Source: an optimization exercise on an open RTL-to-GDS flow (aim: a short achievable clock period and few clock cycles). Production flows keep margins and buffers that such runs may drop.
Only simulation tests tie the RTL to the original design; equivalence was not proved.
Power and IR drop assume default switching activity.

==> flow/flow/run.sh <==
#!/bin/bash
set -euo pipefail
bash standard.sh synth > synth.log 2>&1
sed -e 's|"${@:-finish}"|SETUP_SLACK_MARGIN=9 BUFFER_PORTS_ARGS="-buffer_cell sky130_fd_sc_hd__buf_4" "${@:-finish}"|' \
    standard.sh > layout.sh
grep -q 'SETUP_SLACK_MARGIN=9 BUFFER' layout.sh
bash layout.sh finish > layout.log 2>&1
test -s out/final.def
==> flow/standard.sh <==
#!/bin/bash
# synth_recipe.tcl (not shown) runs the flow's synth.tcl, then flattens the netlist and writes it again
# the make line also repeats each setting of config.mk as NAME=value (left out here)
make -C /OpenROAD-flow-scripts/flow DESIGN_CONFIG=/design/flow/config.mk WORK_HOME=/design/flow/orfs CLKGATE_MAP_FILE= SYNTH_SCRIPT=/design/flow/synth_recipe.tcl "${@:-finish}"
==> flow/config.mk <==
export PLATFORM = sky130hd
export DESIGN_NAME = mips_core
export DESIGN_NICKNAME = mips_core
export VERILOG_FILES = /design/flow/design.v
export SDC_FILE = /design/flow/constraint.sdc
export NUM_CORES = 4
export LEC_CHECK = 0
export ABC_CLOCK_PERIOD_IN_PS = 3000
export CAP_MARGIN = 20
export CORE_MARGIN = 2
export CORE_UTILIZATION = 30
export PLACE_DENSITY = 0.45
export SETUP_SLACK_MARGIN = 5
export SLEW_MARGIN = 20
==> flow/constraint.sdc <==
create_clock -name core_clock -period 12.0 [get_ports {clk}]
set_input_delay 2.4000 -clock core_clock [delete_from_list [all_inputs] [get_ports {clk}]]
set_output_delay 2.4000 -clock core_clock [all_outputs]
set_load 0.01 [all_outputs]
==> flow/design.v <==
package mips_pkg;
    typedef enum logic [2:0] {
        STATE_FETCH  = 3'd0,
        STATE_DECODE = 3'd1,
        STATE_EXEC1  = 3'd2,
        STATE_EXEC2  = 3'd3,  
        STATE_HALT   = 3'd4
    } cpu_state_t;
    typedef enum logic [5:0] {
        OP_RTYPE = 6'h00,
        OP_J     = 6'h02,
        OP_JAL   = 6'h03,
        OP_BEQ   = 6'h04,
        OP_ADDIU = 6'h09,
        OP_ANDI  = 6'h0c,
        OP_ORI   = 6'h0d,
        OP_XORI  = 6'h0e,
        OP_LW    = 6'h23,
        OP_SW    = 6'h2b
    } opcode_t;
    typedef enum logic [5:0] {
        FN_SLLV = 6'h04,
        FN_SRLV = 6'h06,
        FN_SRAV = 6'h07,
        FN_JR   = 6'h08,
        FN_JALR = 6'h09,
        FN_ADDU = 6'h21,
        FN_SUBU = 6'h23,
        FN_AND  = 6'h24,
        FN_OR   = 6'h25,
        FN_XOR  = 6'h26,
        FN_SLT  = 6'h2a,
        FN_SLTU = 6'h2b
    } funct_t;
    typedef enum logic [2:0] {
        ALUOP_ADD, ALUOP_SUB, ALUOP_FUNCT, ALUOP_AND, ALUOP_OR, ALUOP_XOR
    } alu_op_t;
    typedef enum logic [3:0] {
        ALU_ADD, ALU_SUB, ALU_AND, ALU_OR, ALU_XOR,
        ALU_SLT, ALU_SLTU, ALU_SLL, ALU_SRL, ALU_SRA
    } alu_func_t;
    typedef enum logic [1:0] {PC_ALU, PC_ALUOUT, PC_JUMP_TARGET, PC_REG_A} pc_source_t;
    typedef enum logic [1:0] {DST_RT, DST_RD, DST_RA} reg_dst_t;
    typedef enum logic [1:0] {WB_ALUOUT, WB_MDR, WB_PC} mem_to_reg_t;
    typedef enum logic [2:0] {
        SRCB_B, SRCB_FOUR, SRCB_SIGN_IMM, SRCB_BRANCH_OFFSET, SRCB_ZERO_IMM
    } alu_src_b_t;
endpackage
module mips_core (
    input  logic                  clk,
    input  logic                  reset,
    output logic [32-1:0] mem_addr,
    output logic                  mem_read,
    output logic                  mem_write,
    output logic [32-1:0] mem_wdata,
    input  logic [32-1:0] mem_rdata,
    output logic                  trap
);
    logic [31:0] maddr, mwdata;        
    logic [31:0] maddr_i;              
    logic        mrd, mwr;
    logic [31:0] fpc;                  
    logic        halted;
    logic        dv, dpred;            
    logic [31:0] dir, dpc, dpc4;
    logic        xv;                   
    logic [31:0] xa, xb, xo2, xpc, xpc4, xbt, xbt4;
    logic [4:0]  x_wa;
    logic        x_we, x_ld, x_st, x_bc, x_jr, x_ill;
    logic        x_fa, x_fb, x_fo;     
    logic        s_add, s_sub, s_and, s_or, s_xor, s_slt, s_sltu, s_sll, s_srl, s_sra, s_link;
    logic        mv, m_ld, m_st;       
    logic        w_we;                 
    logic [4:0]  w_wa;                 
    logic [31:0] wres;
    logic [31:0] r [32];               
    assign mem_addr  = maddr;
    assign mem_read  = mrd;
    assign mem_write = mwr;
    assign mem_wdata = mwdata;
    assign trap      = halted;
    localparam int CB = 6;             
    localparam int PW = 48;            
    localparam int TW = 10 - CB;       
    logic [31:0]        c_data [1<<CB];
    logic [31:0]        c_nxt  [1<<CB];
    logic               c_prd  [1<<CB];    
    logic [TW-1:0]      c_tag  [1<<CB];
    logic [(1<<CB)-1:0] c_val;
    logic [31:12]       creg;          
    logic [31:0] pf;                   
    logic        pq;                   
    logic        pv;                   
    logic [31:0] pdat, pa, pnext;
    assign pnext = maddr_i + 32'd4;    
    logic        rf_we;
    logic [31:0] rf_wd;
    assign rf_we = w_we | (mv & m_ld);
    assign rf_wd = (mv & m_ld) ? mem_rdata : wres;
    logic [31:0] sum, dif, res, A, B, O2, s_xx, s_wx, s_xw, s_ww;
    logic [32:0] d_xx, d_wx, d_xw, d_ww;
    logic        slt, sltu, taken, xredir, smc, x_wr;
    logic [31:0] xtarget, xtarget4;
    always_comb begin
        A    = x_fa ? wres : xa;
        B    = x_fb ? wres : xb;
        O2   = x_fo ? wres : xo2;
        s_xx = xa + xo2;     s_wx = wres + xo2;
        s_xw = xa + wres;    s_ww = wres + wres;
        d_xx = {1'b0, xa} - {1'b0, xo2};     d_wx = {1'b0, wres} - {1'b0, xo2};
        d_xw = {1'b0, xa} - {1'b0, wres};    d_ww = 33'd0;
        sum  = x_fa ? (x_fo ? s_ww : s_wx) : (x_fo ? s_xw : s_xx);
        dif  = x_fa ? (x_fo ? d_ww[31:0] : d_wx[31:0]) : (x_fo ? d_xw[31:0] : d_xx[31:0]);
        sltu = x_fa ? (x_fo ? d_ww[32] : d_wx[32]) : (x_fo ? d_xw[32] : d_xx[32]);
        slt  = (A[31] ^ O2[31]) ? A[31] : sltu;
        res  = ({32{s_add}}  & sum) |
               ({32{s_sub}}  & dif) |
               ({32{s_and}}  & (A & O2)) |
               ({32{s_or}}   & (A | O2)) |
               ({32{s_xor}}  & (A ^ O2)) |
               ({32{s_slt}}  & {31'd0, slt}) |
               ({32{s_sltu}} & {31'd0, sltu}) |
               ({32{s_sll}}  & (O2 << A[4:0])) |
               ({32{s_srl}}  & (O2 >> A[4:0])) |
               ({32{s_sra}}  & 32'($signed(O2) >>> A[4:0])) |
               ({32{s_link}} & xpc4);
        taken = x_fa ? (x_fb | (wres == xb)) : (x_fb ? (xa == wres) : (xa == xb));
        smc = mv & m_st & ((xv & (maddr_i[11:2] == xpc[11:2])) |
                           (dv & (maddr_i[11:2] == dpc[11:2])) |
                           (maddr_i[11:2] == fpc[11:2]));
        x_wr    = xv & ~smc;                 
        xredir  = smc | (x_wr & ((x_bc & taken) | x_jr | x_ill));
        xtarget = smc ? (xv ? xpc : (dv ? dpc : fpc)) : (x_jr ? A : xbt);
        xtarget4 = smc ? (xv ? xpc4 : (dv ? dpc4 : fpc4)) : (x_jr ? A + 32'd4 : xbt4);
    end
    logic [5:0]  op, fn;
    logic [4:0]  rs, rt, rd, wa;
    logic [15:0] imm;
    assign op  = dir[31:26];
    assign fn  = dir[5:0];
    assign rs  = dir[25:21];
    assign rt  = dir[20:16];
    assign rd  = dir[15:11];
    assign imm = dir[15:0];
    logic is_r, r_alu, is_jr, is_jalr, is_j, is_jal, is_beq, is_bu;
    logic is_addiu, is_andi, is_ori, is_xori, is_lw, is_sw, is_alui, illegal;
    logic use_rs, use_rt, dstall, d_go, dredir;
    logic [31:0] ra0, rb0, ra, rb, o2, dbt, dtgt, dbt4, dtgt4;
    logic        dtk;
    logic        fxa, fxb;
    always_comb begin
        is_r     = (op == 6'h00);
        r_alu    = is_r & (fn == 6'h04 || fn == 6'h06 || fn == 6'h07 || fn == 6'h21 ||
                           fn == 6'h23 || fn == 6'h24 || fn == 6'h25 || fn == 6'h26 ||
                           fn == 6'h2a || fn == 6'h2b);
        is_jr    = is_r & (fn == 6'h08);
        is_jalr  = is_r & (fn == 6'h09);
        is_j     = (op == 6'h02);
        is_jal   = (op == 6'h03);
        is_beq   = (op == 6'h04);
        is_bu    = is_beq & (rs == rt);
        is_addiu = (op == 6'h09);
        is_andi  = (op == 6'h0c);
        is_ori   = (op == 6'h0d);
        is_xori  = (op == 6'h0e);
        is_lw    = (op == 6'h23);
        is_sw    = (op == 6'h2b);
        is_alui  = is_addiu | is_andi | is_ori | is_xori;
        illegal  = ~(r_alu | is_jr | is_jalr | is_j | is_jal | is_beq | is_alui | is_lw | is_sw);
        use_rs   = ~(is_j | is_jal);
        use_rt   = is_r | is_beq | is_sw;
        wa       = is_jal ? 5'd31 : (is_r ? rd : rt);
        dstall   = (xv & x_ld & ((use_rs & (rs == x_wa)) | (use_rt & (rt == x_wa)))) |
                   (mv & m_ld & ((use_rs & (rs == w_wa)) | (use_rt & (rt == w_wa)))) |
                   ((is_lw | is_sw) & xv & x_we & (x_wa == rs) & (rs != 5'd0));
        d_go     = dv & ~dstall & ~xredir;
        dbt      = dpc4 + {{14{imm[15]}}, imm, 2'b00};
        dtgt     = is_beq ? dbt : {dpc4[31:28], dir[25:0], 2'b00};
        dbt4     = dpc8 + {{14{imm[15]}}, imm, 2'b00};
        dtgt4    = is_beq ? dbt4 : {dpc4[31:28], dir[25:0], 2'b00} + 32'd4;
        dtk      = is_j | is_jal | is_bu;
        dredir   = d_go & dtk & ~dpred;
        if (rs == 5'd0)                    ra0 = 32'd0;
        else if (w_we & (w_wa == rs))      ra0 = wres;
        else                               ra0 = r[rs];
        if (rt == 5'd0)                    rb0 = 32'd0;
        else if (w_we & (w_wa == rt))      rb0 = wres;
        else                               rb0 = r[rt];
        fxa = xv & x_we & (x_wa == rs) & (rs != 5'd0);
        fxb = xv & x_we & (x_wa == rt) & (rt != 5'd0);
        ra  = ra0;
        rb  = rb0;
        if (is_r)                                 o2 = rb;
        else if (is_andi | is_ori | is_xori)      o2 = {16'd0, imm};
        else                                      o2 = {{16{imm[15]}}, imm};
    end
    logic [31:0] finst, fpc4, fpc8, fbase, fpc_n, fbase4, fpc4_n, rtarget4;
    logic [31:0] dpc8;
    logic [5:0]  fop;
    logic [CB-1:0] fidx;
    logic          pfar;
    logic [(1<<CB)-1:0] lhit;
    logic        fmem, fhit, ftake, fjmp, fpred, fusej, redirect, pgo, pwin;
    logic [31:0] rtarget;
    always_comb begin
        fidx  = fpc[CB+1:2];
        fmem  = ~mv & ~pq;                   
        for (int i = 0; i < (1<<CB); i++)
            lhit[i] = c_val[i] & (c_tag[i] == fpc[11:CB+2]) & (fidx == CB'(i));
        fhit  = (|lhit) & (fpc[31:12] == creg);
        finst = fhit ? c_data[fidx] : mem_rdata;
        fpc8  = fpc4 + 32'd4;                
        fop   = mem_rdata[31:26];
        fjmp  = (fop == 6'h02) | (fop == 6'h03);
        fpred = fhit ? c_prd[fidx] : fjmp;
        redirect = xredir | dredir;
        rtarget  = xredir ? xtarget : dtgt;
        rtarget4 = xredir ? xtarget4 : dtgt4;
        ftake = (fmem | fhit) & ~halted & (~dv | ~dstall) & ~redirect;
        fbase = redirect ? rtarget : (ftake ? ((fhit & c_prd[fidx]) ? c_nxt[fidx] : fpc4) : fpc);
        fbase4 = redirect ? rtarget4 :
                 (ftake ? ((fhit & c_prd[fidx]) ? c_nxt[fidx] + 32'd4 : fpc8) : fpc4);
        fusej = ftake & ~fhit & fjmp;
        pgo   = fhit & (c_prd[fidx] | pfar) & ~redirect & ~halted & pwin;
        fpc_n = fusej ? {fpc4[31:28], mem_rdata[25:0], 2'b00} : fbase;
        fpc4_n = fusej ? {fpc4[31:28], mem_rdata[25:0], 2'b00} + 32'd4 : fbase4;
    end
    logic halt_n;
    assign halt_n = halted | (x_wr & x_ill);
    always_ff @(posedge clk) begin
        if (reset) begin
            halted <= 1'b0;
            dv     <= 1'b0;
            xv     <= 1'b0;
            mv     <= 1'b0;
            w_we   <= 1'b0;
            pq     <= 1'b0;
            pv     <= 1'b0;
            fpc    <= 32'h0000_0000;
            fpc4   <= 32'h0000_0000 + 32'd4;
            maddr  <= 32'h0000_0000;
            mrd    <= 1'b1;
            mwr    <= 1'b0;
        end else begin
            halted <= halt_n;
            fpc    <= fpc_n;
            fpc4   <= fpc4_n;
            if (~dv | ~dstall) dv <= ftake;
            else if (xredir) dv <= 1'b0;
            xv     <= d_go & ~halt_n;
            mv     <= x_wr & (x_ld | x_st);
            w_we   <= x_wr & x_we;
            pq     <= pgo & ~(x_wr & (x_ld | x_st));
            pv     <= pq;
            if (pq) pf <= pnext;
            else if (ftake & ~fhit) pf <= fpc4;
            if (x_wr & (x_ld | x_st)) begin
                maddr <= s_xx;
                mrd   <= x_ld;
                mwr   <= x_st;
            end else if (pgo) begin
                maddr <= pq ? pnext : pf;
                mrd   <= 1'b1;
                mwr   <= 1'b0;
            end else begin
                maddr <= fusej ? {fpc4[31:28], mem_rdata[25:0], 2'b00} : fbase;
                mrd   <= ~halt_n;
                mwr   <= 1'b0;
            end
        end
    end
    always_ff @(posedge clk) begin
        if (x_wr & (x_ld | x_st))  maddr_i <= s_xx;
        else if (pgo)              maddr_i <= pq ? pnext : pf;
        else                       maddr_i <= fusej ? {fpc4[31:28], mem_rdata[25:0], 2'b00} : fbase;
        mwdata <= B;
        pdat   <= mem_rdata;
        pwin   <= (pf - fpc) < 32'(4 * PW);
        pfar   <= (pf - fpc) > 32'd4;
        pa     <= maddr_i;
        pa4    <= pnext;
        m_ld   <= x_ld;
        m_st   <= x_st;
        w_wa   <= x_wa;
        wres   <= res;
        if (~dv | ~dstall) begin
            dir   <= finst;
            dpc   <= fpc;
            dpc4  <= fpc4;
            dpc8  <= fpc8;
            dpred <= fpred;
        end
        if (d_go) begin
            x_fa   <= fxa;
            x_fb   <= fxb;
            x_fo   <= fxb & is_r;
            xa     <= ra;
            xb     <= rb;
            xo2    <= o2;
            xpc    <= dpc;
            xpc4   <= dpc4;
            xbt    <= dbt;
            xbt4   <= dbt4;
            x_wa   <= wa;
            x_we   <= (r_alu | is_jalr | is_jal | is_alui) & (wa != 5'd0);
            x_ld   <= is_lw & (rt != 5'd0);
            x_st   <= is_sw;
            x_bc   <= is_beq & (rs != rt);
            x_jr   <= is_jr | is_jalr;
            x_ill  <= illegal;
            s_add  <= (r_alu & fn == 6'h21) | is_addiu;
            s_sub  <= r_alu & fn == 6'h23;
            s_and  <= (r_alu & fn == 6'h24) | is_andi;
            s_or   <= (r_alu & fn == 6'h25) | is_ori;
            s_xor  <= (r_alu & fn == 6'h26) | is_xori;
            s_slt  <= r_alu & fn == 6'h2a;
            s_sltu <= r_alu & fn == 6'h2b;
            s_sll  <= r_alu & fn == 6'h04;
            s_srl  <= r_alu & fn == 6'h06;
            s_sra  <= r_alu & fn == 6'h07;
            s_link <= is_jal | is_jalr;
        end
    end
    logic [CB-1:0] didx, pidx, cu_idx;
    logic [CB-1:0] cu_fi, cu_pi;
    logic          cu_ff, cu_pf;
    logic [31:0]   cu_tgt;
    logic          cu_v;
    logic [31:0]   pa4, ptgt;
    logic          pfill, ptk;
    logic [12:0]   p12;
    assign didx = dpc[CB+1:2];
    assign pidx = pa[CB+1:2];
    always_comb begin
        pfill = pv & ~(mv & m_st);
        p12   = {1'b0, pa4[11:0]} + {1'b0, pdat[9:0], 2'b00};
        ptk   = (pdat[31:26] == 6'h02) | (pdat[31:26] == 6'h03) |
                ((pdat[31:26] == 6'h04) & (pdat[25:21] == pdat[20:16]) &
                 (pdat[15:9] == {7{pdat[15]}}) & (p12[12] == pdat[15]));
        ptgt  = (pdat[31:26] == 6'h04) ? {pa4[31:12], p12[11:0]}
                                       : {pa4[31:28], pdat[25:0], 2'b00};
    end
    logic          fl_v;
    logic [31:0]   fl_a, fl_d;
    logic [CB-1:0] flidx;
    logic          flnew, ffill;
    always_comb begin
        flidx = fl_a[CB+1:2];
        ffill = fl_v & ~(mv & m_st);
        flnew = fl_a[31:12] != creg;         
    end
    always_ff @(posedge clk) begin
        fl_v <= ftake & ~fhit & ~reset;
        fl_a <= fpc;
        fl_d <= mem_rdata;
        if (reset) c_val <= '0;
        else begin
            if (pfill & (pa[31:12] == creg) & ~(ffill & flnew)) c_val[pidx] <= 1'b1;
            if (ffill) begin
                if (flnew) begin
                    c_val <= '0;
                    creg  <= fl_a[31:12];
                end
                c_val[flidx] <= 1'b1;
            end
            for (int i = 0; i < (1<<CB); i++)
                if (mv & m_st & (maddr_i[CB+1:2] == CB'(i)) & (c_tag[i] == maddr_i[11:CB+2]))
                    c_val[i] <= 1'b0;
        end
        cu_v   <= d_go & dtk & ((c_val[didx] & (c_tag[didx] == dpc[11:CB+2]) &
                                 (dpc[31:12] == creg)) |
                                (ffill & (fl_a == dpc)) | (pfill & (pa == dpc)));
        cu_idx <= didx;
        cu_tgt <= dtgt;
        cu_ff  <= ffill & (fl_a != dpc);
        cu_fi  <= flidx;
        cu_pf  <= pfill & (pa != dpc);
        cu_pi  <= pidx;
        if (cu_v & ~(cu_ff & (cu_fi == cu_idx)) & ~(cu_pf & (cu_pi == cu_idx))) begin
            c_nxt[cu_idx] <= cu_tgt;
            c_prd[cu_idx] <= 1'b1;
        end
        if (pfill) begin
            c_data[pidx] <= pdat;
            c_tag[pidx]  <= pa[11:CB+2];
            c_nxt[pidx]  <= ptgt;
            c_prd[pidx]  <= ptk;
        end
        if (ffill) begin
            c_data[flidx] <= fl_d;
            c_tag[flidx]  <= fl_a[11:CB+2];
            c_prd[flidx]  <= 1'b0;
        end
    end
    logic reset_q;
    always_ff @(posedge clk) reset_q <= reset;
    always_ff @(posedge clk) begin
        for (int i = 1; i < 32; i++) begin
            if (reset_q) r[i] <= 32'd0;
            else if (rf_we && w_wa == 5'(i)) r[i] <= rf_wd;
        end
    end
endmodule
==> flow_summary.ini, run 1 <==
[critical_path]
cp.arrival_ns = 5.47
critical_path.max_fanout = 8
cp-startpoint = fpc[2]$_SDFF_PP0_
endpoint = maddr[0]$_SDFF_PP0_
cp_common_cell = buf_12
startpoint_type = register
path_buf_inv = 11
r2r-start = fpc[2]$_SDFF_PP0_
path_depth = 20
crit_required_ns = 13.01
endpoint_kind = register
reg2reg_to = maddr[0]$_SDFF_PP0_
path_delay_family = multiplexers
crit_slowest_cell = mux4_2
slowest_delay_ns = 0.56
cp_cell_sequence = buf_6, buf_12, buf_12, buf_16, mux4_2, mux4_2, mux4_2, buf_12, buf_6, buf_8, nor2_4, nor3b_2, and4_1, buf_12, nor2_4, buf_12, buf_12, buf_16, a21oi_4, and2_1
worstSetupPathType = reg2reg
reg2reg_slack_ns = 7.55
rr_worst_depth = 20

[drt]
post-route-drc-count = 0
drt_pass1_iterations = 10
viasPerCell = 6.149
vias = 250177
drtIter0Drc = 44185
wl_per_cell_um = 40.59
detail_route.wirelength_um = 1651000
ant_nets = 0

[synth]
syn_nets = 25587
synth_edf_count = 4776
yosys_register_bits = 6293
syn_inst = 25170
netlist_area_um2 = 306500
synth-main-ff-cell = edfxtp_1
ys_warn_count = 34
synthDistinctLibCells = 96
ys_seq_area_share_pct = 56.69
postSynthAreaPerCell_um2 = 12.18
async_flop_share_pct = 0

[final_layout]
layout_common_cells = edfxtp_1, nand2_1, nor2_1
nNetsFinal = 26839
design_area_um2 = 393600
final_util_pct = 38.61
drive_gt1_share_pct = 30.27
area_growth_syn_to_layout_pct = 28.39
layout.cells.non_filler = 40684
layout_commonest_cell = edfxtp_1

[timing]
drv_slew = 0
tightest_slew_ns = 1.366
clock_skew_ns = 0.1446
layout_setup_ws_ns = 7.547
tns_ns = 0
setup_viol = 0
hold_viol_final = 0
fmax_mhz = 224.6
period_share_pct = 37.11
rsz0062_at_grt = true
slew_headroom_pct = 7.971
whs_ns = 0.3730
post-route-min-period_ns = 4.453

[floorplanning]
floorplan.initialDensity_pct = 30.07
fp.dieW_um = 1015
fp-row-count = 371
coreArea_um2 = 1019000
die_y_um = 1015
boundaryPins = 101
dieArea_um2 = 1030000

[global_routing]
grt_pass1_vias = 229438
grt_usage_pct = 30.41
grt_pass1_wl_um = 2147000
grt_remaining_overflow = 0
antenna_found_initial = 167
grt_max_degree = 180

[clock_tree]
root_buffer = clkbuf_16
cts_max_level = 6
cts_buffers = 708
clk_pin_slew_ns = 0.07
cts_sinks = 6293
insertion_delay_ns = 1.16
clk_path_buf_depth = 5
cts_tree = done

[power_and_ir_drop]
p_total_mw = 71.17
vdd_drop_max_mv = 0.1238
cellLeakagePower_nw = 135.0
power_density_nw_per_um2 = 180.8

[status]
status = no timing/DRC/antenna violations

[placement]
dp_cells = 37357
routabilityCongestion = 0.9952
dpl.hpwl_um = 922500
dpl_cell_area_um2 = 325600
dp_slack_ns = 5.321
port_buffers = 100

[hold_path]
hold_path_class = reg2reg

[job]
cap_viol_max_count = 0
## how the worst min path moves through the flow
| stage | from | end | slack (ns) | cells after the start |
|---|---|---|---|---|
| 2_1_floorplan | pa[5]$_DFF_P_ | cu_pi[3]$_DFF_P_ | 0.33 | 0 |
| 3_3_place_gp | maddr_i[20]$_DFF_P_ | pa[20]$_DFF_P_ | 0.39 | 0 |
| 3_5_place_dp | maddr_i[20]$_DFF_P_ | pa[20]$_DFF_P_ | 0.37 | 0 |
| 4_1_cts | maddr_i[26]$_DFF_P_ | pa[26]$_DFF_P_ | 0.37 | 0 |
| 5_1_grt | maddr_i[26]$_DFF_P_ | pa[26]$_DFF_P_ | 0.39 | 0 |
| 6_report | maddr_i[26]$_DFF_P_ | pa[26]$_DFF_P_ | 0.37 | 0 |
## flip-flops by register name, indices dropped and copies added, names as in the netlist, 64 cells and up, named ones only
| register | count |
|---|---|
| c_data | 2048 |
| c_nxt | 2048 |
| r | 992 |
| c_tag | 256 |
| c_prd | 64 |
| c_val | 64 |
## timing repair
item,CTS,global route
gates resized for setup,3584,1126
setup buffers,1233,393
setup endpoints to repair,8242,3520
cloned,279,57
pin swaps,736,642
hold buffers,0,0
endpoints found under the hold margin,0,0
## final cells by class
class                   count  area [um2]
clock inverters           341        3261
multi-input cells       16203      137800
repair buffers           2888       40180
well taps               13614       17030
fillers                 96169      625800
diodes                     87       217.7
clock buffers             930       19390
flip-flops and latches   6293      174300
repair inverters            2       17.52
inverters                 326        1358
## cell families (layout without fill, tap and decap cells)
kind of cell | after synthesis | in the layout | share of synthesized area, %
flops | 6293 | 6293 | 56.69
simple gates | 6375 | 6398 | 8.935
xor+xnor | 1177 | 1177 | 3.363
other cells | 0 | 87 | 0
buf+inv | 2699 | 4487 | 3.575
compound gates | 6075 | 6077 | 12.64
fa+ha+maj | 383 | 383 | 1.588
mux | 2168 | 2168 | 13.21
## cell usage after synthesis (all sizes together) (47+ instances only)
cell type,n,area share [%]
nand2,2822,3.5
clkbuf,1932,2.4
inv,320,0.39
mux2,489,1.8
mux2i,235,0.77
o22ai,131,0.27
a211oi,1076,2.6
nor4,222,0.46
and2,74,0.15
or3,47,0.096
xnor2,642,1.8
or2,51,0.10
a21o,123,0.30
mux4,1444,11
o211ai,66,0.16
and3,136,0.28
xor2,535,1.5
buf,441,0.81
a21oi,1003,1.6
a22oi,593,1.5
o21a,65,0.16
a31oi,99,0.20
ha,373,1.5
edfxtp,4776,47
nand4,279,0.57
a222oi,65,0.21
nor2,2020,2.5
a22o,181,0.52
nor3,178,0.29
nand3,314,0.51
nor2b,62,0.13
a221oi,261,0.75
nand2b,68,0.14
o21ai,2082,3.4
dfxtp,1517,9.9
## where the power goes
part | internal (mW) | switching, mW | leakage [nW]
Clock | 12.5 | 9.68 | 11.1
Sequential | 24.4 | 1.12 | 56.3
Combinational | 9.33 | 14.1 | 67.6
## routing by layer
metal / global-route usage, % / wire length (um) / vias up
met4: 17.71 / 119500 / 74
met5: 0 / 675 / -
met3: 8.954 / 207000 / 4169
met2: 43.53 / 683900 / 18605
met1: 40.83 / 640200 / 128717
li1: - / - / 98612
Testbench counts, summed over its fixed seeds: cycles 76,773.
==> run 2, diff against run 1 <==
--- a/flow/design.v
+++ b/flow/design.v
@@ -94,2 +94,4 @@
     logic [31:0] pdat, pa, pnext;
+    logic [11:0] pdist;
+    assign pdist = pf[11:0] - fpc[11:0];
     assign pnext = maddr_i + 32'd4;    
@@ -200,2 +202,3 @@
     logic [CB-1:0] fidx;
+    logic [CB-1:0] fidx_r;             
     logic          pfar;
@@ -205,3 +208,3 @@
     always_comb begin
-        fidx  = fpc[CB+1:2];
+        fidx  = fidx_r;
         fmem  = ~mv & ~pq;                   
@@ -277,4 +280,5 @@
         pdat   <= mem_rdata;
-        pwin   <= (pf - fpc) < 32'(4 * PW);
-        pfar   <= (pf - fpc) > 32'd4;
+        pwin   <= (pf[31:12] == fpc[31:12]) & (pdist < 12'(4 * PW));
+        pfar   <= pdist > 12'd4;
+        fidx_r <= fpc_n[CB+1:2];
         pa     <= maddr_i;
==> flow_summary.ini, run 2 <==
[floorplanning]
floorplan.initialDensity_pct = 30.11
dieArea_um2 = 1033000
coreArea_um2 = 1021000
die_y_um = 1016
boundaryPins = 101
fp.dieW_um = 1016
fp-row-count = 371

[synth]
synth_top_cell_area_share_pct = 46.66
yosysTopAreaCell = edfxtp_1
synthTopCellsByArea = edfxtp_1, dfxtp_1, mux4_2, nand2_1, o21ai_0
syn_inst = 25660
netlist_area_um2 = 307400
postSynthAreaPerCell_um2 = 11.98
syn_nets = 26057
synthDistinctLibCells = 98
synth_edf_count = 4776
yosys-top-cells-count = edfxtp_1, nand2_1, o21ai_0, clkbuf_1, nor2_1
synth-main-ff-cell = edfxtp_1
ys_seq_area_share_pct = 56.58
yosys_register_bits = 6299
ys_warn_count = 34
yosysMostFrequentCell = edfxtp_1
async_flop_share_pct = 0

[hold_path]
hold_path_class = reg2reg

[status]
status = no timing/DRC/antenna violations

[final_layout]
nNetsFinal = 27358
multi_input_area_um2 = 139600
drive_gt1_share_pct = 30.01
layout_common_cells = edfxtp_1, nand2_1, o21ai_0
layout_commonest_cell = edfxtp_1
final-seq-area_um2 = 174400
fillerInstances = 96564
area_growth_syn_to_layout_pct = 28.89
reg.largest.list = c_data x2048, c_nxt x2048, r x992

[global_routing]
grt_util_met3_pct = 7.441
grt_pass1_vias = 234758
gr-usage-met2_pct = 46.78
grt_use_met1_pct = 38.67
grt_max_degree = 210
antenna_found_initial = 127
grt_usage_pct = 30.45
grt_remaining_overflow = 0
grt_pass1_wl_um = 2168000
grt-busiest-layer = met2

[critical_path]
slowest_delay_ns = 0.52
crit_required_ns = 13.21
endpoint_kind = register
worstSetupPathType = reg2reg
crit_slowest_cell = mux4_2
cp_cell_sequence = buf_12, buf_16, buf_16, mux4_2, a22o_1, a221oi_2, o22ai_2, a211oi_2, buf_6, and4b_4, nand4b_1, xnor2_1, nor2_1, o41a_1, a211oi_2
critical_path.max_fanout = 17
cp.arrival_ns = 5.66
startpoint_type = register

[drt]
ant_nets = 0
post-route-drc-count = 0
drtIter0Drc = 38869
wl_per_cell_um = 40.23
vias = 253075
drt_pass1_iterations = 7
viasPerCell = 6.135
detail_route.wirelength_um = 1659000

[timing]
fmax_mhz = 225.1
setup_viol = 0
slew_headroom_pct = 10.53
rsz0062_at_grt = true
clock_skew_ns = 0.1621
tns_ns = 0
drv_slew = 0
layout_setup_ws_ns = 7.557
period_share_pct = 37.03
tightest_slew_ns = 1.333
hold_viol_final = 0
post-route-min-period_ns = 4.443

[power_and_ir_drop]
combPwrFrac_pct = 38.5
vdd_drop_max_mv = 0.1517
p_int_mw = 49.54
seqPwrFrac_pct = 32.7
power_frac_clock_pct = 28.8
p_switching_mw = 29.00
power_density_nw_per_um2 = 198.3
cellLeakagePower_nw = 137.3
p_total_mw = 78.55
switching_share_pct = 36.93

[placement]
routabilityCongestion = 0.9793
dp_slack_ns = 5.302
port_buffers = 100
dpl.hpwl_um = 938700

[clock_tree]
cts_sinks = 6299
cts_tree = done
clk_pin_slew_ns = 0.06
cts_buffers = 729
cts_hold_buf = 0
root_buffer = clkbuf_16
clk_path_buf_depth = 5
cts_max_level = 6
insertion_delay_ns = 1.34

[job]
cap_viol_max_count = 0
-- run 2: changes by cell type after synthesis, moves of 65 or more --
cell / change
mux2i_1: +67
o21ai_0: +230
a222oi_1: -65
a22o_1: +210
nor2_1: -269
a21oi_1: -444
a22oi_1: -102
a221oi_1: +223
mux2_2: -103
nand2_1: +648
mux4_2: -101
nor3_1: +139
-- run 2: final cells by class --
| class | instances | area share (%) |
|---|---|---|
| sequential | 6299 | 44.02 |
| multi-input combinational | 16672 | 35.24 |
| timing repair buffer | 2944 | 10.12 |
| clock buffer | 998 | 5.136 |
| tap | 13614 | 4.300 |
| clock inverter | 322 | 0.8013 |
| inverter | 315 | 0.3291 |
| antenna | 90 | 0.05685 |
-- run 2: worst max-delay path, delay by kind of cell (launching register included) --
kind | cells | cell delay (ns)
flip-flops | 1 | 0.38
XOR/XNOR | 1 | 0.16
AO/OA/AOI/OAI | 6 | 1.79
AND/OR/NAND/NOR | 3 | 0.54
buffers and inverters | 4 | 0.89
multiplexers | 1 | 0.52
-- run 2: metal layers --
metal,wire length (um),vias to the layer above
met5,460,-
met4,135100,60
met3,180600,4522
met2,726100,17529
met1,617200,130364
li1,-,100600
-- run 2: metrics by stage --
| stage | instances | instance area, um2 | utilization [%] | hold slack, ns |
|---|---|---|---|---|
| global placement | 37822 | 325600 | 31.90 | 0.3529 |
| floorplan | 25660 | 307500 | - | 0.3290 |
| global route | 41207 | 396000 | 38.80 | 0.3683 |
| finish | 41254 | 396200 | 38.81 | 0.3651 |
| detailed placement | 37838 | 326000 | 31.94 | 0.3483 |
| CTS | 40743 | 385500 | 37.77 | 0.3633 |
-- run 2: repair_timing --
item	4_1_cts	5_1_grt
hold endpoints to repair	0	0
pin swaps	928	764
setup endpoints to repair	8116	3696
gates resized for setup	3742	1490
gates cloned	282	63
setup buffers	1303	351
-- run 2: final timing paths --
check	startpoint	slack, ns	end	cells after the start
min reg2reg	maddr_i[0]$_DFF_P_	0.37	pa4[0]$_DFF_P_	0
max reg2reg	fidx_r[0]$_DFF_P_	7.56	fpc4[18]$_SDFFE_PP0P_	15
max	fidx_r[0]$_DFF_P_	7.56	fpc4[18]$_SDFFE_PP0P_	15
min	maddr_i[0]$_DFF_P_	0.37	pa4[0]$_DFF_P_	0
-- run 2: power groups by stage --
stage	sequential, mW	combinational, mW	clock (mW)
after global routing	25.6	30.9	23.6
final	25.6	30.3	22.6
after floorplan	25.4	13.4	0
after global placement	26.3	21.7	0
after CTS	25.6	28.2	22.8
after detailed placement	26.3	21.8	0
-- run 2: logic make-up (layout without fill, tap and decap cells) --
logic type | Yosys count | after routing | share of synthesized area [%]
multiplexers | 2006 | 2011 | 12.08
buffers and inverters | 2717 | 4579 | 3.532
AO/OA/AOI/OAI | 6281 | 6282 | 13.48
AND/OR/NAND/NOR | 6806 | 6828 | 9.440
adder cells (fa/ha/maj) | 363 | 363 | 1.502
other | 0 | 90 | 0
flip-flops | 6299 | 6299 | 56.58
XOR/XNOR | 1188 | 1188 | 3.385
Testbench counts of run 2, summed over its fixed seeds: cycles 76,773.

==> afterwards: timing with drivers on the ports <==
The flow's constraints put no driver on any port. The routed layouts listed below were extracted and timed again, unchanged, in two steps. Step 1: set_driving_cell puts a clkbuf_16 on clk and a buf_2 on each other input, an assumption about the parent block. Step 2 moves the port delays by t, midway between the first and last clock arrival at a register: inputs arrive t later, outputs are due t later. That takes back most of the time a late clock gives input paths. Three values: ideal ports, drivers, drivers and shift; two values: the first two.
run	t, ns	setup slack, ns	hold WS [ns]
run 1	1.254	7.547 / 7.547 / 6.554	0.373 / 0.373 / 0.373
run 2	1.385	7.557 / 7.443 / 6.100	0.365 / 0.365 / 0.365
After both steps every run listed still meets setup and hold. For run 2, which loses most, drivers alone change the setup slack by -0.114 ns; drivers and shift together by -1.457 ns.
